This design comes from an exercise in tuning for small area on the open sky130 flow, not from production work.
RTL that was checked went through simulation tests only; none was proved equivalent to the original.
Only the layout flow was run in run 1; the RTL was not checked for function there.
Power figures rest on the tool's default switching activity, not on a simulated workload.

$ cat flow/flow/run.sh
#!/bin/bash
# Standard synthesis, then the standard layout with a lighter clock tree
# (no dummy loads, larger sink clusters) and smaller port buffers.
set -euo pipefail
bash standard.sh synth > synth.log 2>&1
bash standard.sh \
  "CTS_ARGS=-sink_clustering_enable -repair_clock_nets -dont_use_dummy_load -buf_list sky130_fd_sc_hd__clkbuf_8 -sink_clustering_size 16 -sink_clustering_max_diameter 60 -sink_buffer_max_cap_derate 1.0" \
  "BUFFER_PORTS_ARGS=-buffer_cell sky130_fd_sc_hd__buf_2" \
  finish > layout.log 2>&1
$ cat flow/standard.sh
#!/bin/bash
# synth_recipe.tcl (not shown) runs the flow's synth.tcl, then flattens the netlist and writes it again
# the make line also repeats each setting of config.mk as NAME=value (left out here)
make -C /OpenROAD-flow-scripts/flow DESIGN_CONFIG=/design/flow/config.mk WORK_HOME=/design/flow/orfs CLKGATE_MAP_FILE= SYNTH_SCRIPT=/design/flow/synth_recipe.tcl "${@:-finish}"
$ cat flow/config.mk
export PLATFORM = sky130hd
export DESIGN_NAME = branch_predictor
export DESIGN_NICKNAME = branch_predictor
export VERILOG_FILES = /design/flow/design.v
export SDC_FILE = /design/flow/constraint.sdc
export NUM_CORES = 4
export LEC_CHECK = 0
export CAP_MARGIN = 20
export CORE_MARGIN = 2
export CORE_UTILIZATION = 40
export SETUP_SLACK_MARGIN = 0.5
export SLEW_MARGIN = 20
export SYNTH_HIERARCHICAL = 1
export SYNTH_MINIMUM_KEEP_SIZE = 0
$ cat flow/constraint.sdc
create_clock -name core_clock -period 13.0 [get_ports {clk}]
set_input_delay 2.6000 -clock core_clock [delete_from_list [all_inputs] [get_ports {clk}]]
set_output_delay 2.6000 -clock core_clock [all_outputs]
set_load 0.01 [all_outputs]
$ cat flow/design.v
    localparam logic [6:0] OP_BRANCH = 7'h63;
    localparam logic [6:0] OP_JAL    = 7'h6f;
    localparam logic [6:0] OP_JALR   = 7'h67;
    function automatic is_branch(input logic [32-1:0] instr);
        is_branch = instr[6:0] == OP_BRANCH;
    endfunction
    function automatic is_jal(input logic [32-1:0] instr);
        is_jal = instr[6:0] == OP_JAL;
    endfunction
    function automatic is_jalr(input logic [32-1:0] instr);
        is_jalr = instr[6:0] == OP_JALR;
    endfunction
    function automatic is_link(input logic [4:0] r);
        is_link = (r == 5'd1) || (r == 5'd5);
    endfunction
    function automatic [32-1:0] imm_b(input logic [32-1:0] instr);
        imm_b = {{(32 - 13){instr[31]}}, instr[31], instr[7],
                instr[30:25], instr[11:8], 1'b0};
    endfunction
    function automatic [32-1:0] imm_j(input logic [32-1:0] instr);
        imm_j = {{(32 - 21){instr[31]}}, instr[31], instr[19:12],
                instr[20], instr[30:21], 1'b0};
    endfunction
    function automatic [8-1:0] pc_hash(
        input logic [32-1:0] pc
    );
        pc_hash = pc[8+1:2];
    endfunction
`timescale 1ns/1ps
module bp_aoi222 (
    input  logic [2:0] q,
    input  logic [2:0] c,
    output logic       o
);
    assign o = ~|(q & c);
endmodule
module bp_nand2 (
    input  logic a,
    input  logic b,
    output logic o
);
    assign o = ~(a & b);
endmodule
module bp_nand3 (
    input  logic [2:0] a,
    output logic       o
);
    assign o = ~&a;
endmodule
module bp_nand4 (
    input  logic [3:0] a,
    output logic       o
);
    assign o = ~&a;
endmodule
module bp_nor2 (
    input  logic a,
    input  logic b,
    output logic o
);
    assign o = ~(a | b);
endmodule
module bp_o31ai (
    input  logic [2:0] a,
    input  logic       b,
    output logic       o
);
    assign o = ~((|a) & b);
endmodule
module bp_row32 (
    input  logic [31:0] q,
    input  logic [31:0] c,
    input  logic        r,
    output logic        on
);
    logic [11:0] t;
    logic [2:0]  p;
    for (genvar k = 0; k < 10; k++) begin : g_aoi
        bp_aoi222 u (.q(q[3*k +: 3]), .c(c[3*k +: 3]), .o(t[k]));
    end
    bp_nand2 u_t10 (.a(q[30]), .b(c[30]), .o(t[10]));
    bp_nand2 u_t11 (.a(q[31]), .b(c[31]), .o(t[11]));
    for (genvar k = 0; k < 3; k++) begin : g_p
        bp_nand4 u (.a(t[4*k +: 4]), .o(p[k]));
    end
    bp_o31ai u_on (.a(p), .b(r), .o(on));
endmodule
module bp_rd256 (
    input  logic [255:0] q,
    input  logic [31:0]  c,
    input  logic [7:0]   r,
    output logic         on
);
    logic [7:0] h;
    logic [1:0] a;
    for (genvar k = 0; k < 8; k++) begin : g_row
        bp_row32 u (.q(q[32*k +: 32]), .c(c), .r(r[k]), .on(h[k]));
    end
    bp_nand4 u_a0 (.a(h[3:0]), .o(a[0]));
    bp_nand4 u_a1 (.a(h[7:4]), .o(a[1]));
    bp_nor2  u_on (.a(a[0]), .b(a[1]), .o(on));
endmodule
module bp_rd16 (
    input  logic [15:0] q,
    input  logic [15:0] c,
    output logic        on
);
    logic [5:0] t;
    logic [1:0] a;
    for (genvar k = 0; k < 5; k++) begin : g_aoi
        bp_aoi222 u (.q(q[3*k +: 3]), .c(c[3*k +: 3]), .o(t[k]));
    end
    bp_nand2 u_t5 (.a(q[15]), .b(c[15]), .o(t[5]));
    bp_nand3 u_a0 (.a(t[2:0]), .o(a[0]));
    bp_nand3 u_a1 (.a(t[5:3]), .o(a[1]));
    bp_nor2  u_on (.a(a[0]), .b(a[1]), .o(on));
endmodule
`timescale 1ns/1ps
module branch_predictor (
    input  logic                       clk,
    input  logic                       rst,
    input  logic                       fetch_valid,
    input  logic [32-1:0]  fetch_pc,
    input  logic [32-1:0] fetch_instr,
    output logic                       pred_valid,
    output logic                       pred_taken,
    output logic [32-1:0]  pred_next_pc,
    output logic                       pred_use_local,
    output logic                       ras_push,
    output logic                       ras_pop,
    output logic [32-1:0]  ras_push_addr,
    input  logic [32-1:0]  ras_top_addr,
    input  logic                       commit_valid,
    input  logic [32-1:0]  commit_pc,
    input  logic [32-1:0] commit_instr,
    input  logic                       commit_taken,
    input  logic                       commit_hit,
    input  logic                       commit_use_local
);
    localparam logic [6:0] OP_BRANCH = 7'h63;
    localparam logic [6:0] OP_JAL    = 7'h6f;
    localparam logic [6:0] OP_JALR   = 7'h67;
    function automatic is_branch(input logic [32-1:0] instr);
        is_branch = instr[6:0] == OP_BRANCH;
    endfunction
    function automatic is_jal(input logic [32-1:0] instr);
        is_jal = instr[6:0] == OP_JAL;
    endfunction
    function automatic is_jalr(input logic [32-1:0] instr);
        is_jalr = instr[6:0] == OP_JALR;
    endfunction
    function automatic is_link(input logic [4:0] r);
        is_link = (r == 5'd1) || (r == 5'd5);
    endfunction
    function automatic [32-1:0] imm_b(input logic [32-1:0] instr);
        imm_b = {{(32 - 13){instr[31]}}, instr[31], instr[7],
                instr[30:25], instr[11:8], 1'b0};
    endfunction
    function automatic [32-1:0] imm_j(input logic [32-1:0] instr);
        imm_j = {{(32 - 21){instr[31]}}, instr[31], instr[19:12],
                instr[20], instr[30:21], 1'b0};
    endfunction
    function automatic [8-1:0] pc_hash(
        input logic [32-1:0] pc
    );
        pc_hash = pc[8+1:2];
    endfunction
    logic       commit_branch;
    logic [7:0] ghist;
    logic [7:0] lhist [0:15];
    logic [7:0] commit_lhist, fetch_lhist;
    logic [7:0] commit_lhist_n, fetch_lhist_n;
    logic [7:0] hist_wd_local, hist_wd_global;
    logic [15:0] lc, lf;
    assign commit_branch = commit_valid && is_branch(commit_instr);
    for (genvar j = 0; j < 16; j++) begin : g_lsel
        assign lc[j] = commit_pc[5:2] == j;
        assign lf[j] = fetch_pc[5:2] == j;
    end
    for (genvar b = 0; b < 8; b++) begin : g_lrd
        logic [15:0] col;
        for (genvar j = 0; j < 16; j++) begin : g_col
            assign col[j] = lhist[j][b];
        end
        bp_rd16 u_c (.q(col), .c(lc), .on(commit_lhist_n[b]));
        bp_rd16 u_f (.q(col), .c(lf), .on(fetch_lhist_n[b]));
    end
    assign commit_lhist = ~commit_lhist_n;
    assign fetch_lhist  = ~fetch_lhist_n;
    assign hist_wd_global = {ghist[6:0], commit_taken} & {8{!rst}};
    assign hist_wd_local  = {commit_lhist[6:0], commit_taken} & {8{!rst}};
    always_ff @(posedge clk) begin
        if (rst || commit_branch) ghist <= hist_wd_global;
    end
    for (genvar j = 0; j < 16; j++) begin : g_lhist
        always_ff @(posedge clk) begin
            if (rst || (commit_branch && lc[j])) lhist[j] <= hist_wd_local;
        end
    end
    logic [7:0]  chash, fhash;
    logic [7:0]  g_widx, g_ridx, l_widx, l_ridx;
    logic [7:0]  g_crow, l_crow, g_rrow, l_rrow, g_wrow_n, l_wrow_n;
    logic [31:0] g_ccol, l_ccol, g_rcol, l_rcol, g_wcol_n, l_wcol_n;
    assign chash  = pc_hash(commit_pc);
    assign fhash  = pc_hash(fetch_pc);
    assign g_widx = ghist ^ chash;
    assign g_ridx = ghist ^ fhash;
    assign l_widx = commit_lhist ^ chash;
    assign l_ridx = fetch_lhist ^ fhash;
    for (genvar k = 0; k < 8; k++) begin : g_rdec
        assign g_crow[k]   = g_widx[7:5] == k;
        assign l_crow[k]   = l_widx[7:5] == k;
        assign g_rrow[k]   = g_ridx[7:5] == k;
        assign l_rrow[k]   = l_ridx[7:5] == k;
        assign g_wrow_n[k] = !(rst || (commit_branch && g_crow[k]));
        assign l_wrow_n[k] = !(rst || (commit_branch && l_crow[k]));
    end
    for (genvar k = 0; k < 32; k++) begin : g_cdec
        assign g_ccol[k]   = g_widx[4:0] == k;
        assign l_ccol[k]   = l_widx[4:0] == k;
        assign g_rcol[k]   = g_ridx[4:0] == k;
        assign l_rcol[k]   = l_ridx[4:0] == k;
        assign g_wcol_n[k] = !(rst || g_ccol[k]);
        assign l_wcol_n[k] = !(rst || l_ccol[k]);
    end
    logic [255:0] g1, g0, c1, c0, l1, l0;
    logic [255:0] g_en, l_en;
    logic         g1_old_n, g0_old_n, c1_old_n, c0_old_n, l1_old_n, l0_old_n;
    logic         g1_old, g0_old, c1_old, c0_old, l1_old, l0_old;
    logic         g1_new, g0_new, c1_new, c0_new, l1_new, l0_new;
    logic         chooser_up;
    bp_rd256 rd_g1_old (.q(g1), .c(g_ccol), .r(g_crow), .on(g1_old_n));
    bp_rd256 rd_g0_old (.q(g0), .c(g_ccol), .r(g_crow), .on(g0_old_n));
    bp_rd256 rd_c1_old (.q(c1), .c(g_ccol), .r(g_crow), .on(c1_old_n));
    bp_rd256 rd_c0_old (.q(c0), .c(g_ccol), .r(g_crow), .on(c0_old_n));
    bp_rd256 rd_l1_old (.q(l1), .c(l_ccol), .r(l_crow), .on(l1_old_n));
    bp_rd256 rd_l0_old (.q(l0), .c(l_ccol), .r(l_crow), .on(l0_old_n));
    assign {g1_old, g0_old, c1_old, c0_old, l1_old, l0_old} =
        ~{g1_old_n, g0_old_n, c1_old_n, c0_old_n, l1_old_n, l0_old_n};
    assign chooser_up = commit_hit ? commit_use_local : !commit_use_local;
    assign g1_new = (g1_old & g0_old) | (g1_old & commit_taken) | (g0_old & commit_taken);
    assign g0_new = (g1_old & !g0_old) | (g1_old & commit_taken) | (!g0_old & commit_taken);
    assign c1_new = (c1_old & c0_old) | (c1_old & chooser_up) | (c0_old & chooser_up);
    assign c0_new = (c1_old & !c0_old) | (c1_old & chooser_up) | (!c0_old & chooser_up);
    assign l1_new = (l1_old & l0_old) | (l1_old & commit_taken) | (l0_old & commit_taken);
    assign l0_new = (l1_old & !l0_old) | (l1_old & commit_taken) | (!l0_old & commit_taken);
    logic [3:0] g_wd;
    logic [1:0] l_wd;
    assign g_wd = {g1_new, g0_new, c1_new, c0_new} & {4{!rst}};
    assign l_wd = {l1_new, l0_new} & {2{!rst}};
    for (genvar i = 0; i < 256; i++) begin : g_entry
        bp_nor2 u_gen (.a(g_wrow_n[i/32]), .b(g_wcol_n[i%32]), .o(g_en[i]));
        bp_nor2 u_len (.a(l_wrow_n[i/32]), .b(l_wcol_n[i%32]), .o(l_en[i]));
        always_ff @(posedge clk) begin
            if (g_en[i]) {g1[i], g0[i], c1[i], c0[i]} <= g_wd;
        end
        always_ff @(posedge clk) begin
            if (l_en[i]) {l1[i], l0[i]} <= l_wd;
        end
    end
    logic g1_rd_n, c1_rd_n, l1_rd_n;
    logic g1_f, c1_f, l1_f;
    logic fwd_g, fwd_l;
    bp_rd256 rd_g1 (.q(g1), .c(g_rcol), .r(g_rrow), .on(g1_rd_n));
    bp_rd256 rd_c1 (.q(c1), .c(g_rcol), .r(g_rrow), .on(c1_rd_n));
    bp_rd256 rd_l1 (.q(l1), .c(l_rcol), .r(l_rrow), .on(l1_rd_n));
    assign fwd_g = commit_branch && (chash == fhash);
    assign fwd_l = commit_branch && (l_widx == l_ridx);
    assign g1_f  = fwd_g ? g1_new : !g1_rd_n;
    assign c1_f  = fwd_g ? c1_new : !c1_rd_n;
    assign l1_f  = fwd_l ? l1_new : !l1_rd_n;
    logic [6:0] op;
    logic       dec_branch, dec_jal, dec_jalr;
    logic       rd_link, rs1_link, rd_eq_rs1;
    logic       taken_b;
    logic [32-1:0] seq_pc, imm, target;
    assign op         = fetch_instr[6:0];
    assign dec_branch = is_branch(fetch_instr);
    assign dec_jal    = is_jal(fetch_instr);
    assign dec_jalr   = is_jalr(fetch_instr);
    assign rd_link    = is_link(fetch_instr[11:7]);
    assign rs1_link   = is_link(fetch_instr[19:15]);
    assign rd_eq_rs1  = fetch_instr[11:7] == fetch_instr[19:15];
    assign pred_valid = fetch_valid && (dec_branch || dec_jal || dec_jalr);
    assign taken_b        = c1_f ? l1_f : g1_f;
    assign pred_use_local = !op[2] && c1_f;
    assign pred_taken     = op[2] || taken_b;
    assign seq_pc = fetch_pc + 32'(4);
    assign imm    = op[3] ? imm_j(fetch_instr) : imm_b(fetch_instr);
    assign target = fetch_pc + imm;
    assign pred_next_pc = (op[2] && !op[3]) ? ras_top_addr :
                          (op[2] || taken_b) ? target : seq_pc;
    assign ras_push      = fetch_valid && (dec_jal || dec_jalr) && rd_link;
    assign ras_pop       = fetch_valid && dec_jalr && rs1_link && (!rd_link || !rd_eq_rs1);
    assign ras_push_addr = seq_pc;
endmodule
==> results of run 1 <==
## layout make-up
type / count / area (um^2)
repair buffers: 352 / 2350
fillers: 15389 / 95300
diodes: 8 / 20.0
multi-input cells: 2790 / 19200
flip-flops and latches: 1672 / 50200
inverters: 11 / 41.3
well taps: 2310 / 2890
clock buffers: 132 / 1820
## path summary, 6_finish.rpt
check / depth (start not counted) / from / to / slack [ns]
setup / recovery: 24 / commit_pc[2] / pred_next_pc[12] / 0.52
hold reg to reg: 1 / ghist[5] / ghist[6] / 0.75
setup reg to reg: 17 / lhist[6][1] / l1[120] / 6.27
hold / removal: 1 / ghist[5] / ghist[6] / 0.75
## logic make-up after synthesis
kind of cell / count (synthesis) / synth area share [%]
AO/OA/AOI/OAI: 1041 / 14.4
flip-flops: 1672 / 72.3
adder cells (fa/ha/maj): 37 / 0.671
AND/OR/NAND/NOR: 1550 / 9.82
multiplexers: 32 / 0.470
buffers and inverters: 76 / 0.555
XOR/XNOR: 130 / 1.75
## repair_timing
item                                    4_1_cts  5_1_grt
resized for setup                             1       10
pin swaps                                     0        0
endpoints found under the setup margin        3       31
## cell usage in the layout, fill, tap and decap left out, types with 9 or more instances in the layout
cell | synthesis | layout
a21o_1 | 18 | 18
a21oi_1 | 66 | 49
a21oi_4 | 0 | 17
a222oi_1 | 800 | 800
a31oi_1 | 9 | 9
and2_1 | 15 | 15
and3_1 | 17 | 17
buf_2 | 4 | 185
buf_4 | 4 | 155
clkbuf_8 | 0 | 132
edfxtp_1 | 1672 | 1672
ha_1 | 34 | 34
inv_1 | 10 | 10
mux2i_1 | 27 | 27
nand2_1 | 274 | 273
nand3_1 | 66 | 66
nand4_1 | 242 | 242
nor2_1 | 855 | 794
nor2_2 | 0 | 55
nor2b_1 | 21 | 19
nor3_1 | 15 | 12
o21ai_0 | 13 | 13
o21bai_1 | 18 | 18
o31ai_2 | 72 | 72
xnor2_1 | 81 | 80
xor2_1 | 42 | 42
## per-layer routing
layer,wire (um),global-route usage [%]
met1,84500,32.4
met2,107000,40.4
met3,23300,4.74
met4,13100,13.2
met5,8,0
## report_power, final
part           switching (W)  internal [W]  leakage, nW
clock                0.00162      0.000911        0.949
combinational        0.00170      0.000492         7.89
sequential          0.000275       0.00715         16.2
total                0.00359       0.00855         25.1
## critical path, stage by stage
cell and delay [ns]:
buf_2 0.38, nand2b_2 0.35, nor2_1 0.20, a222oi_1 0.57, nand3_1 0.26, nor2_1 0.34, xnor2_2 0.23, nand2b_2 0.40
nor2_1 0.28, a222oi_1 0.72, nand4_1 0.37, o31ai_2 0.33, nand4_1 0.15, nor2_1 0.40, buf_4 0.21, maj3_1 0.25
nor2b_1 0.17, nand4bb_1 0.12, a311o_1 0.37, o21a_2 0.34, buf_12 0.27, mux2i_1 0.25, a21oi_1 0.10, buf_2 0.19
## sequential cells by signal, summed over array words and instances (netlist names)
name,flops
lhist,128
c0,256
l1,256
ghist,8
c1,256
l0,256
g1,256
g0,256
## modules after synthesis, one instance, submodules excluded, a selection
| module | flops+latches | cells inside |
|---|---|---|
| bp_nand4 | 0 | 1 |
| bp_aoi222 | 0 | 1 |
| branch_predictor | 1672 | 2703 |
| bp_nand2 | 0 | 1 |
| bp_o31ai | 0 | 1 |
| bp_nand3 | 0 | 1 |
| bp_nor2 | 0 | 1 |
## per-stage QoR
stage               worst slack (ns)  utilization (%)
floorplan                      0.595                -
global placement               0.532             43.3
detailed placement             0.482             43.4
CTS                            0.584             44.4
global route                   0.562             44.5
finish                         0.518             44.5
==> results.txt, run 1 <==
outcome timing/DRC/antenna clean; vias between 40000 and 50000; dpl cell area between 70000 and 80000 um^2; pin count of the biggest net entering global routing about 220; fin nets about 5200; Final Cycle Share between 90% and 100%; worst skew pair latency roughly 0.94 ns; Setup Buffers After CTS 0; Layout Cells excl Fill about 7300; CTS clk-pin slew, worst paths 0.11 ns; CP endpoint kind output pin; worst hold slack between 0.7 and 0.8 ns; DRT Pass-1 Iters 14; sequential fraction of the synthesis area between 70% and 80%; most frequent cell after synthesis edfxtp_1; Area Overhead vs Synth 10.3%; root buf cell clkbuf_8; fmax ~0.08 GHz; CTS Hold Buffers Added 0; synthesized net count ~4700; Worst EP arrival roughly 9.9 ns; number of remaining DRC errors 0; share of layout cells above drive strength 1 between 10% and 20%; crit path max fanout 19; vias in the first global route 46926; first-pass GRT wire length roughly 320000 um; Post-synth EDFFs around 1700; Synth cell types 74; Synth Register Bits 1672; worst endpoint required time around 10 ns; Vias/cell 6.69; Hold WC Path Type reg2reg; Post-DP HPWL ~150000 um; Fin. Hold Viols 0; RSZ-0062 raised after global routing false; IO buf count 186; syn avg cell area about 15 um^2; Final Slew Violations 0; Total GRT Usage approximately 25%; Post-synth top cells 1672 x edfxtp_1, 855 x nor2_1, 800 x a222oi_1; die span in x around 420 um; die area between 150000 and 200000 um^2; Mapped Area between 60000 and 70000 um^2; Worst Clk Skew 0.104 ns; Total Power approximately 0.012 W; worst setup path class in2out; VDD IR max ~150 uV; WL/cell 31.3 um; Inst Count DP between 7000 and 8000; num rows ~150; Worst setup SP type input pin; effective utilization at floorplan between 40% and 50%; Final min period about 12 ns; Static Leakage about 25 nW; worst slew pin tran roughly 1.4 ns; Inserted Clock Buffers ~130; io pins around 240; Synth Warn # 8; Max Cap Viol 0; CTS tree yes; Detail Route Antenna Nets 0; Iteration-0 DRC Markers a little over 9000; CTS max path bufs 3; fin area between 70000 and 80000 um^2; commonest register cell after synthesis edfxtp_1; RePlAce Congestion about 0.96; chip height ~420 um; Slew Limit Headroom 8.93%; largest cells by area after synthesis edfxtp_1 72%, a222oi_1 12%, nor2_1 4.6%; grt ovf 0; Gate Count Post-Synth approximately 4500; depth of the CTS H-tree 4; FFs w/ async S/R, synth 0%; Synth top area share around 72%; drt total wl 228000 um; Core Footprint about 170000 um^2; Synth area leader edfxtp_1; initial antenna violation count 8; TNS Setup 0 ns; setup violators final 0; PwrDens 159 nW/um^2; clk sinks about 1700
==> run 2: changes to the inputs <==
--- a/flow/design.v
+++ b/flow/design.v
@@ -60,12 +60,32 @@
 );
     assign o = ~(a | b);
 endmodule
-module bp_o31ai (
+module bp_inv (
+    input  logic a,
+    output logic o
+);
+    assign o = ~a;
+endmodule
+module bp_and3 (
     input  logic [2:0] a,
-    input  logic       b,
     output logic       o
 );
-    assign o = ~((|a) & b);
+    assign o = &a;
+endmodule
+module bp_xor2 (
+    input  logic a,
+    input  logic b,
+    output logic o
+);
+    assign o = a ^ b;
+endmodule
+module bp_a21oi (
+    input  logic a1,
+    input  logic a2,
+    input  logic b,
+    output logic o
+);
+    assign o = ~((a1 & a2) | b);
 endmodule
 module bp_row32 (
     input  logic [31:0] q,
@@ -83,7 +103,7 @@
     for (genvar k = 0; k < 3; k++) begin : g_p
         bp_nand4 u (.a(t[4*k +: 4]), .o(p[k]));
     end
-    bp_o31ai u_on (.a(p), .b(r), .o(on));
+    bp_aoi222 u_on (.q(p), .c({3{r}}), .o(on));
 endmodule
 module bp_rd256 (
     input  logic [255:0] q,
@@ -115,6 +135,49 @@
     bp_nand3 u_a1 (.a(t[5:3]), .o(a[1]));
     bp_nor2  u_on (.a(a[0]), .b(a[1]), .o(on));
 endmodule
+module bp_dec8 (
+    input  logic [7:0]  x,
+    output logic [7:0]  row,
+    output logic [31:0] col
+);
+    logic [7:0] xn;
+    logic [3:0] lo_n;
+    logic [7:0] mid_n;
+    for (genvar k = 0; k < 8; k++) begin : g_inv
+        bp_inv u (.a(x[k]), .o(xn[k]));
+    end
+    for (genvar r = 0; r < 8; r++) begin : g_row
+        bp_and3 u (.a({r[2] ? x[7] : xn[7], r[1] ? x[6] : xn[6], r[0] ? x[5] : xn[5]}),
+                   .o(row[r]));
+    end
+    for (genvar j = 0; j < 4; j++) begin : g_lo
+        bp_nand2 u (.a(j[1] ? x[1] : xn[1]), .b(j[0] ? x[0] : xn[0]), .o(lo_n[j]));
+    end
+    for (genvar m = 0; m < 8; m++) begin : g_mid
+        bp_nand3 u (.a({m[2] ? x[4] : xn[4], m[1] ? x[3] : xn[3], m[0] ? x[2] : xn[2]}),
+                    .o(mid_n[m]));
+    end
+    for (genvar c = 0; c < 32; c++) begin : g_col
+        bp_nor2 u (.a(mid_n[c / 4]), .b(lo_n[c % 4]), .o(col[c]));
+    end
+endmodule
+module bp_dec4 (
+    input  logic [3:0]  x,
+    output logic [15:0] y
+);
+    logic [3:0] xn;
+    logic [3:0] lo_n, hi_n;
+    for (genvar k = 0; k < 4; k++) begin : g_inv
+        bp_inv u (.a(x[k]), .o(xn[k]));
+    end
+    for (genvar j = 0; j < 4; j++) begin : g_pre
+        bp_nand2 u_lo (.a(j[1] ? x[1] : xn[1]), .b(j[0] ? x[0] : xn[0]), .o(lo_n[j]));
+        bp_nand2 u_hi (.a(j[1] ? x[3] : xn[3]), .b(j[0] ? x[2] : xn[2]), .o(hi_n[j]));
+    end
+    for (genvar c = 0; c < 16; c++) begin : g_y
+        bp_nor2 u (.a(hi_n[c / 4]), .b(lo_n[c % 4]), .o(y[c]));
+    end
+endmodule
 `timescale 1ns/1ps
 module branch_predictor (
     input  logic                       clk,
@@ -173,10 +236,8 @@
     logic [7:0] hist_wd_local, hist_wd_global;
     logic [15:0] lc, lf;
     assign commit_branch = commit_valid && is_branch(commit_instr);
-    for (genvar j = 0; j < 16; j++) begin : g_lsel
-        assign lc[j] = commit_pc[5:2] == j;
-        assign lf[j] = fetch_pc[5:2] == j;
-    end
+    bp_dec4 u_lc (.x(commit_pc[5:2]), .y(lc));
+    bp_dec4 u_lf (.x(fetch_pc[5:2]), .y(lf));
     for (genvar b = 0; b < 8; b++) begin : g_lrd
         logic [15:0] col;
         for (genvar j = 0; j < 16; j++) begin : g_col
@@ -203,25 +264,23 @@
     logic [31:0] g_ccol, l_ccol, g_rcol, l_rcol, g_wcol_n, l_wcol_n;
     assign chash  = pc_hash(commit_pc);
     assign fhash  = pc_hash(fetch_pc);
-    assign g_widx = ghist ^ chash;
-    assign g_ridx = ghist ^ fhash;
-    assign l_widx = commit_lhist ^ chash;
-    assign l_ridx = fetch_lhist ^ fhash;
-    for (genvar k = 0; k < 8; k++) begin : g_rdec
-        assign g_crow[k]   = g_widx[7:5] == k;
-        assign l_crow[k]   = l_widx[7:5] == k;
-        assign g_rrow[k]   = g_ridx[7:5] == k;
-        assign l_rrow[k]   = l_ridx[7:5] == k;
-        assign g_wrow_n[k] = !(rst || (commit_branch && g_crow[k]));
-        assign l_wrow_n[k] = !(rst || (commit_branch && l_crow[k]));
-    end
-    for (genvar k = 0; k < 32; k++) begin : g_cdec
-        assign g_ccol[k]   = g_widx[4:0] == k;
-        assign l_ccol[k]   = l_widx[4:0] == k;
-        assign g_rcol[k]   = g_ridx[4:0] == k;
-        assign l_rcol[k]   = l_ridx[4:0] == k;
-        assign g_wcol_n[k] = !(rst || g_ccol[k]);
-        assign l_wcol_n[k] = !(rst || l_ccol[k]);
+    for (genvar k = 0; k < 8; k++) begin : g_idx
+        bp_xor2 u_gw (.a(ghist[k]), .b(chash[k]), .o(g_widx[k]));
+        bp_xor2 u_gr (.a(ghist[k]), .b(fhash[k]), .o(g_ridx[k]));
+        bp_xor2 u_lw (.a(commit_lhist[k]), .b(chash[k]), .o(l_widx[k]));
+        bp_xor2 u_lr (.a(fetch_lhist[k]), .b(fhash[k]), .o(l_ridx[k]));
+    end
+    bp_dec8 u_gc (.x(g_widx), .row(g_crow), .col(g_ccol));
+    bp_dec8 u_lc8 (.x(l_widx), .row(l_crow), .col(l_ccol));
+    bp_dec8 u_gr8 (.x(g_ridx), .row(g_rrow), .col(g_rcol));
+    bp_dec8 u_lr8 (.x(l_ridx), .row(l_rrow), .col(l_rcol));
+    for (genvar k = 0; k < 8; k++) begin : g_wrow
+        bp_a21oi u_g (.a1(commit_branch), .a2(g_crow[k]), .b(rst), .o(g_wrow_n[k]));
+        bp_a21oi u_l (.a1(commit_branch), .a2(l_crow[k]), .b(rst), .o(l_wrow_n[k]));
+    end
+    for (genvar k = 0; k < 32; k++) begin : g_wcol
+        bp_nor2 u_g (.a(rst), .b(g_ccol[k]), .o(g_wcol_n[k]));
+        bp_nor2 u_l (.a(rst), .b(l_ccol[k]), .o(l_wcol_n[k]));
     end
     logic [255:0] g1, g0, c1, c0, l1, l0;
     logic [255:0] g_en, l_en;
==> results.txt, run 2 <==
FFs w/ async S/R, synth 0% (unchanged); Mapped Area 68600 um^2 (-1.1%); most frequent cells in the layout 1672 x edfxtp_1, 872 x a222oi_1, 760 x nor2_1, 255 x nand2_1, 250 x nand4_1; commonest register cell after synthesis edfxtp_1; setup violators final 0 (unchanged); root buf cell clkbuf_8; DRT Pass-1 Iters 17 (+3); worst hold slack 0.661 ns (-0.0899 ns); Post-DP HPWL 146000 um (-3.7%); sequential fraction of the synthesis area 73.2% (+0.82 points); Synth Register Bits 1672 (unchanged); worst flop-to-flop path startpoint lhist[0][4]; outcome timing/DRC/antenna clean; setup ws final 0.700 ns (+0.182 ns); Final Slew Violations 0 (unchanged); vias 48638 (-0.064%); R2R Path End l0[23]; CTS clk-pin slew, worst paths 0.10 ns (about the same); Worst Clk Skew 0.110 ns (+0.00582 ns); Worst R2R Setup Slack 6.44 ns (+0.17 ns); Iteration-0 DRC Markers 9828 (+7.6%); CTS max path bufs 3 (unchanged); Max Cap Viol 0 (unchanged); RSZ-0062 raised after global routing false; Synth cell types 64 (-14%); Post-synth top cells 1672 x edfxtp_1, 872 x a222oi_1, 821 x nor2_1; most frequent cell after synthesis edfxtp_1; worst setup path class in2out; Final Cycle Share 94.6% (-1.4 points); vias in the first global route 46448 (-1.0%); most frequent CP cell nor2_1; Synth area leader edfxtp_1; Inserted Clock Buffers 132 (unchanged); number of fillers in the final layout 15236 (-0.99%); pin count of the biggest net entering global routing 257 (+16%); RePlAce Congestion 1.00 (+4.6%); Slowest Stage Delay on Critical Path 0.83 ns (+0.11 ns); Gate Count Post-Synth 4472 (-1.5%); largest cells by area after synthesis edfxtp_1 73%, a222oi_1 13%, nor2_1 4.5%; Worst EP arrival 9.70 ns (-0.18 ns); TNS Setup 0 ns (unchanged); CP endpoint kind output pin; die span in x 418 um (-0.56%); Slew Limit Headroom 8.98% (+0.042 points); Synth top area share 73.2% (+0.82 points); Vias/cell 6.80 (+1.6%); Detail Route Antenna Nets 0 (unchanged); Setup Buffers After CTS 0 (unchanged); effective utilization at floorplan 40.1% (-0.23 points); worst slew pin tran 1.36 ns (-0.00209 ns); Layout Cells excl Fill 7154 (-1.7%); io pins 236 (unchanged); worst endpoint required time 10.40 ns (about the same); Inst Count DP 7011 (-1.7%); die area 175000 um^2 (-1.1%); Core Footprint 171000 um^2 (-0.55%); CP startpoint commit_pc[4]; WL/cell 31.5 um (+0.54%); chip height 418 um (-0.56%); CTS resizes 0 (-1); Hold WC Path Type reg2reg; num rows 152 (unchanged); Total GRT Usage 24.9% (-0.24 points); share of layout cells above drive strength 1 11.6% (-2.0 points); fin nets 5118 (-0.83%); syn avg cell area 15.3 um^2 (+0.34%); Static Leakage 25.3 nW (+1.1%); number of remaining DRC errors 0 (unchanged); IO buf count 186 (unchanged); Worst setup SP type input pin; worst skew pair latency 0.92 ns (-0.02 ns); Final min period 12.30 ns (-0.182 ns); drt total wl 225000 um (-1.1%); Area Overhead vs Synth 10.5%; Post-synth EDFFs 1672 (unchanged); Critical path destination pred_next_pc[10]; Synth Warn # 8 (unchanged); CTS tree yes; PwrDens 164 nW/um^2 (+3.2%); VDD IR max 142 uV (-3.7%); crit path max fanout 38 (+19); grt ovf 0 (unchanged); clk sinks 1672 (unchanged); Place WS 0.733 ns (+0.251 ns); initial antenna violation count 8 (unchanged); CTS Hold Buffers Added 0 (unchanged); fmax 0.0813 GHz (+1.5%); first-pass GRT wire length 319000 um (-1.5%); commonest non-fill, non-tap cell in the layout edfxtp_1; Crit-path slowest cell a2111o_2; depth of the CTS H-tree 4 (unchanged); Fin. Hold Viols 0 (unchanged); Util after Layout 44.3% (-0.20 points); Register-to-Register Path Depth 18 (+1); synthesized net count 4671 (-1.5%)
run 2: per-layer routing:
metal	wire, um	GRT usage (%)
met5	46	0
met2	104000	39.6
met1	83800	33.2
met4	11000	10.9
met3	26700	4.94
run 2: kinds of logic (layout without fill, tap and decap cells):
| family | Yosys count | in the layout | synth area share, % |
|---|---|---|---|
| XOR/XNOR | 102 | 102 | 1.30 |
| AO/OA/AOI/OAI | 1038 | 1038 | 14.3 |
| adder cells (fa/ha/maj) | 35 | 35 | 0.638 |
| multiplexers | 22 | 22 | 0.328 |
| buffers and inverters | 95 | 540 | 0.580 |
| other | 0 | 4 | 0 |
| flip-flops | 1672 | 1672 | 73.2 |
| AND/OR/NAND/NOR | 1508 | 1508 | 9.73 |
run 2: cell type report:
class | instances | area (um^2) | share of cell area (%)
flip-flops and latches | 1672 | 50200 | 66.2
well taps | 2233 | 2790 | 3.69
clock buffers | 132 | 1820 | 2.40
inverters | 64 | 240 | 0.317
diodes | 4 | 10.0 | 0.0132
repair buffers | 344 | 2390 | 3.15
multi-input cells | 2705 | 18400 | 24.2
run 2: how the worst min path moves through the flow:
stage | start | end | slack [ns] | cells past startpoint
2_1_floorplan | ghist[0] | ghist[1] | 0.60 | 1
5_1_grt | ghist[0] | ghist[1] | 0.69 | 1
6_report | ghist[2] | ghist[3] | 0.66 | 1
4_1_cts | ghist[2] | ghist[3] | 0.66 | 1
3_5_place_dp | ghist[2] | ghist[3] | 0.63 | 1
3_3_place_gp | ghist[0] | ghist[1] | 0.63 | 1
run 2: critical path, delay by kind of cell:
kind	cells	cell delay (ns)
adder cells (fa/ha/maj)	1	0.30
multiplexers	1	0.12
buffers and inverters	6	1.21
AO/OA/AOI/OAI	6	2.48
XOR/XNOR	1	0.33
AND/OR/NAND/NOR	10	2.60
run 2: Yosys stat by module (local to each module, per instance), excerpt:
module | flip-flops and latches | cell area (um^2) | times used | cells
bp_aoi222 | 0 | 10.0 | 872 | 1
bp_a21oi | 0 | 8.76 | 16 | 1
bp_nand2 | 0 | 3.75 | 192 | 1
bp_nand4 | 0 | 6.26 | 234 | 1
bp_and3 | 0 | 6.26 | 32 | 1
bp_nand3 | 0 | 5.00 | 64 | 1
bp_inv | 0 | 3.75 | 40 | 1
bp_xor2 | 0 | 8.76 | 32 | 1
bp_nor2 | 0 | 3.75 | 761 | 1
branch_predictor | 1672 | 53800 | 1 | 2229
run 2: metrics by stage:
step	cell area (um^2)	power, W
6_report	75800	0.0124
4_1_cts	75600	0.0124
5_1_grt	75800	0.0128
3_3_place_gp	73700	0.00985
3_5_place_dp	73800	0.00992
2_1_floorplan	68600	0.00889
run 2: power by group:
group,internal [W],switching [W],leakage [nW],total [W]
Clock,0.000911,0.00163,0.949,0.00254
Combinational,0.000478,0.00176,8.15,0.00224
Sequential,0.00732,0.000305,16.2,0.00763
==> run 3: changes to the inputs <==
--- a/flow/flow/run.sh
+++ b/flow/flow/run.sh
@@ -5,5 +5,5 @@
 bash standard.sh synth > synth.log 2>&1
 bash standard.sh \
   "CTS_ARGS=-sink_clustering_enable -repair_clock_nets -dont_use_dummy_load -buf_list sky130_fd_sc_hd__clkbuf_8 -sink_clustering_size 16 -sink_clustering_max_diameter 60 -sink_buffer_max_cap_derate 1.0" \
-  "BUFFER_PORTS_ARGS=-buffer_cell sky130_fd_sc_hd__buf_2" \
+  "BUFFER_PORTS_ARGS=-buffer_cell sky130_fd_sc_hd__buf_1" \
   finish > layout.log 2>&1
--- a/flow/config.mk
+++ b/flow/config.mk
@@ -5,10 +5,10 @@
 export SDC_FILE = /design/flow/constraint.sdc
 export NUM_CORES = 4
 export LEC_CHECK = 0
-export CAP_MARGIN = 20
+export CAP_MARGIN = 10
 export CORE_MARGIN = 2
 export CORE_UTILIZATION = 40
 export SETUP_SLACK_MARGIN = 0.5
-export SLEW_MARGIN = 20
+export SLEW_MARGIN = 10
 export SYNTH_HIERARCHICAL = 1
 export SYNTH_MINIMUM_KEEP_SIZE = 0
==> results.txt, run 3 <==
fin area 75500 um^2 (-0.47%); Fin. Hold Viols 0 (unchanged); worst slew pin tran 1.43 ns (+0.0655 ns); WL/cell 31.3 um (-0.66%); pin count of the biggest net entering global routing 257 (unchanged); Worst Clk Skew 0.128 ns (+0.0178 ns); Synth Register Bits 1672 (unchanged); Vias/cell 6.80 (about the same); Gate Count Post-Synth 4472 (unchanged); drt total wl 224000 um (-0.42%); worst setup path class in2out; Final Cycle Share 92.9% (-1.7 points); Max Cap Viol 0 (unchanged); sequential fraction of the synthesis area 73.2% (unchanged); Core Footprint 171000 um^2 (unchanged); setup violators final 0 (unchanged); IO buf count 186 (unchanged); CTS max path bufs 3 (unchanged); die span in x 418 um (unchanged); TNS Setup 0 ns (unchanged); Critical path destination pred_next_pc[20]; commonest non-fill, non-tap cell in the layout edfxtp_1; share of layout cells above drive strength 1 7.81% (-3.7 points); Synth area leader edfxtp_1; depth of the CTS H-tree 4 (unchanged); initial antenna violation count 9 (+1); syn avg cell area 15.3 um^2 (unchanged); grt ovf 0 (unchanged); CTS tree yes; chip height 418 um (unchanged); Synth Warn # 8 (unchanged); io pins 236 (unchanged); Register-to-Register Path Depth 13 (-5); worst endpoint required time 10.40 ns (about the same); CTS resizes 0 (unchanged); Worst R2R Setup Slack 6.29 ns (-0.15 ns); CP startpoint commit_pc[4]; commonest register cell after synthesis edfxtp_1; Worst setup SP type input pin; number of remaining DRC errors 0 (unchanged); effective utilization at floorplan 40.1% (unchanged); die area 175000 um^2 (unchanged); Total GRT Usage 24.8% (-0.095 points); RePlAce Congestion 0.942 (-6.0%); Final min period 12.08 ns (-0.216 ns); Mapped Area 68600 um^2 (unchanged); Worst EP arrival 9.48 ns (-0.22 ns); Inserted Clock Buffers 135 (+2.3%); PwrDens 164 nW/um^2 (+0.41%); FFs w/ async S/R, synth 0% (unchanged); number of fillers in the final layout 15161 (-0.49%); VDD IR max 169 uV (+19%); clk sinks 1672 (unchanged); worst skew pair latency 0.91 ns (about the same); Area Overhead vs Synth 9.95%; Synth top area share 73.2% (unchanged); Detail Route Antenna Nets 0 (unchanged); largest cells by area after synthesis edfxtp_1 73%, a222oi_1 13%, nor2_1 4.5%; CTS Hold Buffers Added 0 (unchanged); Static Leakage 24.8 nW (-2.1%); outcome timing/DRC/antenna clean; CTS clk-pin slew, worst paths 0.09 ns (about the same); DRT Pass-1 Iters 16 (-1); Final Slew Violations 0 (unchanged); CP endpoint kind output pin; Hold WC Path Type reg2reg; first-pass GRT wire length 318000 um (-0.20%); synthesized net count 4671 (unchanged); worst flop-to-flop path startpoint ghist[0]; crit path max fanout 25 (-34%); Post-synth EDFFs 1672 (unchanged); Post-DP HPWL 146000 um (about the same); Iteration-0 DRC Markers 9808 (-0.20%); most frequent cell after synthesis edfxtp_1; Slew Limit Headroom 4.70% (-4.3 points); dpl cell area 73600 um^2 (-0.31%); most frequent cells in the layout 1672 x edfxtp_1, 872 x a222oi_1, 767 x nor2_1, 255 x nand2_1, 250 x nand4_1; root buf cell clkbuf_8; Post-synth top cells 1672 x edfxtp_1, 872 x a222oi_1, 821 x nor2_1; vias in the first global route 46442 (-0.013%); fin nets 5128 (+0.20%); RSZ-0062 raised after global routing false; Setup Buffers After CTS 0 (unchanged); vias 48763 (+0.26%); R2R Path End g1[217]; num rows 152 (unchanged); fmax 0.0828 GHz (+1.8%); Synth cell types 64 (unchanged)
## run 3: metal layers
metal	track usage [%]	wire [um]	vias to the layer above
li1	-	-	20477
met1	33.7	85100	24507
met2	39.0	103000	3300
met3	5.31	27100	471
met4	9.64	9240	8
met5	0	34	-
## run 3: kinds of logic after synthesis
logic type                 share of synthesized area [%]
buffers and inverters                              0.580
and+or+nand+nor                                     9.73
xor gates and xnor gates                            1.30
AOI/OAI and AO/OA                                   14.3
adders and majority gates                          0.638
DFF                                                 73.2
muxes                                              0.328
## run 3: how the worst min path moves through the flow
stage	from	end	slack [ns]	cells after the start
after floorplan	ghist[0]	ghist[1]	0.60	1
after global placement	ghist[0]	ghist[1]	0.63	1
after detailed placement	ghist[1]	ghist[2]	0.64	1
after CTS	ghist[3]	ghist[4]	0.66	1
after global routing	ghist[3]	ghist[4]	0.68	1
final	ghist[3]	ghist[4]	0.65	1
## run 3: area by class of cell
type	count	area, um^2	share of cell area (%)
Inverter	64	240	0.318
Sequential cell	1672	50200	66.5
Timing Repair Buffer	351	2010	2.66
Antenna cell	11	27.5	0.0365
Multi-Input combinational cell	2705	18300	24.3
Clock buffer	135	1860	2.46
Tap cell	2233	2790	3.70
## run 3: stage by stage
stage               hold slack, ns  setup slack (ns)  utilization (%)  instances  total power, W
global placement             0.630              1.13             43.0       7024         0.00984
floorplan                    0.601             0.626                -       4472         0.00889
detailed placement           0.636              1.15             43.0       7024         0.00990
finish                       0.652             0.917             44.1       7171          0.0124
global route                 0.677             0.649             44.1       7168          0.0128
CTS                          0.655              1.13             44.1       7159          0.0124
## run 3: critical path, stage by stage
cell and delay, ns:
buf_1 0.31, inv_1 0.10, nand2_1 0.13, nor2_1 0.17, a222oi_1 0.55, nand3_1 0.23
nor2_1 0.20, inv_1 0.07, xor2_1 0.33, inv_1 0.10, nand2_1 0.32, nor2_1 0.38
buf_4 0.26, a222oi_1 0.63, nand4_1 0.32, a222oi_1 0.40, nand4_1 0.13, nor2_1 0.29
maj3_1 0.32, mux2i_1 0.14, a2111o_2 0.51, buf_4 0.23, o21ai_0 0.40, a21oi_1 0.13
buf_1 0.19
## run 3: report_power, final
group / switching (W) / internal, W
Combinational: 0.00176 / 0.000453
Sequential: 0.000301 / 0.00732
Clock: 0.00163 / 0.000930
Total: 0.00369 / 0.00871
## run 3: per-module statistics from Yosys, one instance, submodules excluded, a selection
module | area [um^2] | cells | flops+latches | copies in the design
bp_nand3 | 5.00 | 1 | 0 | 64
bp_and3 | 6.26 | 1 | 0 | 32
bp_nand4 | 6.26 | 1 | 0 | 234
bp_a21oi | 8.76 | 1 | 0 | 16
bp_inv | 3.75 | 1 | 0 | 40
bp_nand2 | 3.75 | 1 | 0 | 192
branch_predictor | 53800 | 2229 | 1672 | 1
bp_xor2 | 8.76 | 1 | 0 | 32
bp_aoi222 | 10.0 | 1 | 0 | 872
bp_nor2 | 3.75 | 1 | 0 | 761
==> run 4: changes to the inputs <==
--- a/flow/config.mk
+++ b/flow/config.mk
@@ -8,6 +8,7 @@
 export CAP_MARGIN = 10
 export CORE_MARGIN = 2
 export CORE_UTILIZATION = 40
+export PLACE_DENSITY = 0.85
 export SETUP_SLACK_MARGIN = 0.5
 export SLEW_MARGIN = 10
 export SYNTH_HIERARCHICAL = 1
==> results.txt, run 4 <==
Synth Register Bits 1672 (unchanged); Place WS 1.04 ns (-0.108 ns); worst skew pair latency 0.92 ns (about the same); RePlAce Congestion 1.01 (+7.2%); drt total wl 211000 um (-5.9%); worst endpoint required time 10.40 ns (about the same); worst slew pin tran 1.40 ns (-0.0298 ns); commonest non-fill, non-tap cell in the layout edfxtp_1; setup ws final 0.571 ns (-0.346 ns); Slew Limit Headroom 6.35% (+1.6 points); DRT Pass-1 Iters 19 (+3); worst flop-to-flop path startpoint ghist[3]; most frequent cells in the layout 1672 x edfxtp_1, 872 x a222oi_1, 756 x nor2_1, 255 x nand2_1, 250 x nand4_1; grt ovf 0 (unchanged); synthesized net count 4671 (unchanged); Post-DP HPWL 137000 um (-6.2%); fmax 0.0805 GHz (-2.8%); RSZ-0062 raised after global routing false; Hold WC Path Type reg2reg; setup violators final 0 (unchanged); Static Leakage 24.6 nW (-0.88%); fin nets 5094 (-0.66%); share of layout cells above drive strength 1 7.42% (-0.40 points); Vias/cell 7.02 (+3.3%); wire length on met2 94700 um (-7.9%); chip height 418 um (unchanged); Synth Warn # 8 (unchanged); Synth cell types 64 (unchanged); die span in x 418 um (unchanged); FFs w/ async S/R, synth 0% (unchanged); CP startpoint commit_pc[2]; Iteration-0 DRC Markers 12513 (+28%); Synth area leader edfxtp_1; die area 175000 um^2 (unchanged); Post-synth top cells 1672 x edfxtp_1, 872 x a222oi_1, 821 x nor2_1; Worst Clk Skew 0.150 ns (+0.0225 ns); Final Cycle Share 95.6% (+2.7 points); worst setup path class in2out; VDD IR max 182 uV (+8.2%); largest cells by area after synthesis edfxtp_1 73%, a222oi_1 13%, nor2_1 4.5%; R2R Path End c1[76]; Synth top area share 73.2% (unchanged); outcome timing/DRC/antenna clean; Worst R2R Setup Slack 5.53 ns (-0.76 ns); PwrDens 164 nW/um^2 (about the same); vias in the first global route 47898 (+3.1%); sequential fraction of the synthesis area 73.2% (unchanged); Area Overhead vs Synth 9.45%; clk sinks 1672 (unchanged); Setup Buffers After CTS 0 (unchanged); Post-synth EDFFs 1672 (unchanged); io pins 236 (unchanged); Max Cap Viol 0 (unchanged); root buf cell clkbuf_8; CP endpoint kind output pin; syn avg cell area 15.3 um^2 (unchanged); CTS Hold Buffers Added 0 (unchanged); commonest register cell after synthesis edfxtp_1; most frequent cell after synthesis edfxtp_1; CTS clk-pin slew, worst paths 0.10 ns (about the same); Critical path destination pred_next_pc[19]; number of remaining DRC errors 0 (unchanged); Final min period 12.43 ns (+0.346 ns); Mapped Area 68600 um^2 (unchanged); TNS Setup 0 ns (unchanged); Inserted Clock Buffers 132 (-2.2%); Gate Count Post-Synth 4472 (unchanged); CTS max path bufs 3 (unchanged); Final Slew Violations 0 (unchanged); CTS tree yes; fin area 75100 um^2 (-0.45%); pin count of the biggest net entering global routing 257 (unchanged); Detail Route Antenna Nets 0 (unchanged); effective utilization at floorplan 40.1% (unchanged); DR top layer met5; CTS resizes 0 (unchanged); Total GRT Usage 23.0% (-1.8 points); vias 50120 (+2.8%); num rows 152 (unchanged); Fin. Hold Viols 0 (unchanged); initial antenna violation count 8 (-1); IO buf count 186 (unchanged); Met1 Wirelength 67200 um (-21%); WL/cell 29.6 um (-5.4%); WL met3 33200 um (+22%); depth of the CTS H-tree 4 (unchanged); Worst EP arrival 9.83 ns (+0.35 ns); Register-to-Register Path Depth 14 (+1); crit path max fanout 37 (+48%); Core Footprint 171000 um^2 (unchanged); first-pass GRT wire length 302000 um (-5.1%); Worst setup SP type input pin; dpl cell area 73200 um^2 (-0.42%)
-- run 4: cell counts after synthesis --
Identical to the previous run, type by type.
-- run 4: logic make-up (layout without fill, tap and decap cells) --
kind of cell | count (synthesis) | count (layout) | synth area share, %
flip-flops | 1672 | 1672 | 73.2
AND/OR/NAND/NOR | 1508 | 1508 | 9.73
AO/OA/AOI/OAI | 1038 | 1038 | 14.3
XOR/XNOR | 102 | 102 | 1.30
buffers and inverters | 95 | 516 | 0.580
adder cells (fa/ha/maj) | 35 | 35 | 0.638
multiplexers | 22 | 22 | 0.328
other | 0 | 9 | 0
-- run 4: worst min-delay path by stage --
| stage | slack [ns] | cells after the start | endpoint | from |
|---|---|---|---|---|
| after floorplan | 0.60 | 1 | ghist[1] | ghist[0] |
| after global placement | 0.62 | 1 | ghist[2] | ghist[1] |
| after detailed placement | 0.63 | 1 | ghist[2] | ghist[1] |
| after CTS | 0.64 | 1 | ghist[2] | ghist[1] |
| after global routing | 0.66 | 1 | ghist[2] | ghist[1] |
| final | 0.66 | 1 | ghist[2] | ghist[1] |
-- run 4: final cells by class --
class | count | area, um^2
diodes | 9 | 22.5
clock buffers | 132 | 1820
fillers | 14597 | 95900
inverters | 64 | 240
multi-input cells | 2705 | 18300
flip-flops and latches | 1672 | 50200
well taps | 2233 | 2790
repair buffers | 320 | 1750
-- run 4: worst max-delay path: stages --
cell and delay [ns]:
buf_1 0.38, buf_4 0.25, xor2_1 0.64, inv_1 0.14, nand2_1 0.40, nor2_2 0.10, buf_4 0.25, a222oi_1 0.61
nand4_1 0.42, a222oi_1 0.82, nand4_1 0.33, nor2_1 0.26, nor2_1 0.09, nor2_1 0.58, mux2i_1 0.26, a2111o_2 0.79
mux2i_2 0.57, a21oi_1 0.14, buf_1 0.15
-- run 4: power by group --
part	total, W	switching [W]	internal (W)
sequential	0.00765	0.000322	0.00733
clock	0.00249	0.00158	0.000910
combinational	0.00220	0.00175	0.000455
total	0.0123	0.00365	0.00869
-- run 4: metal layers --
| layer | vias up | GRT usage, % |
|---|---|---|
| met1 | 24081 | 27.2 |
| met2 | 4677 | 36.5 |
| met3 | 966 | 7.08 |
| met5 | - | 0 |
| met4 | 2 | 14.7 |
| li1 | 20394 | - |
-- run 4: modules after synthesis (local to each module, per instance), excerpt --
module            copies in the design  flops+latches  area, um^2  cells inside
bp_nand4                           234              0        6.26             1
bp_nor2                            761              0        3.75             1
bp_nand3                            64              0        5.00             1
bp_and3                             32              0        6.26             1
bp_aoi222                          872              0        10.0             1
bp_a21oi                            16              0        8.76             1
bp_nand2                           192              0        3.75             1
branch_predictor                     1           1672       53800          2229
bp_inv                              40              0        3.75             1
bp_xor2                             32              0        8.76             1
-- run 4: metrics by stage --
| step | hold slack (ns) | instances | utilization (%) | power, W |
|---|---|---|---|---|
| 6_report | 0.663 | 7135 | 43.9 | 0.0123 |
| 5_1_grt | 0.659 | 7130 | 43.9 | 0.0127 |
| 4_1_cts | 0.643 | 7124 | 43.9 | 0.0122 |
| 3_5_place_dp | 0.631 | 6992 | 42.8 | 0.00983 |
| 3_3_place_gp | 0.618 | 6992 | 42.8 | 0.00970 |
| 2_1_floorplan | 0.601 | 4472 | - | 0.00889 |

port drivers added, routing unchanged:
The results above use ideal ports. As a check the final layouts listed here were re-extracted and re-timed, cells and wires unchanged.
Step 1 sets driving cells, clkbuf_16 on the clock port and buf_2 on the other inputs (assumed; they add their load-dependent delay and slew).
Step 2 also shifts input and output timing later by t, the mid clock arrival at the registers, as if the neighbouring blocks saw the same clock.
a / b / c = ideal ports / drivers / drivers and shift; a / b = the first two.
| run | t (ns) | setup slack, ns | worst setup path at the end |
|---|---|---|---|
| run 1 | 0.963 | 0.518 / 0.436 / 0.436 | input to output |
| run 2 | 0.940 | 0.700 / 0.648 / 0.648 | input to output |
| run 3 | 0.949 | 0.917 / 0.885 / 0.885 | input to output |
| run 4 | 0.914 | 0.571 / 0.538 / 0.538 | input to output |
After both steps every run listed still meets setup and hold. For run 1, which loses most, drivers alone change the setup slack by -0.082 ns; drivers and shift together by -0.082 ns.
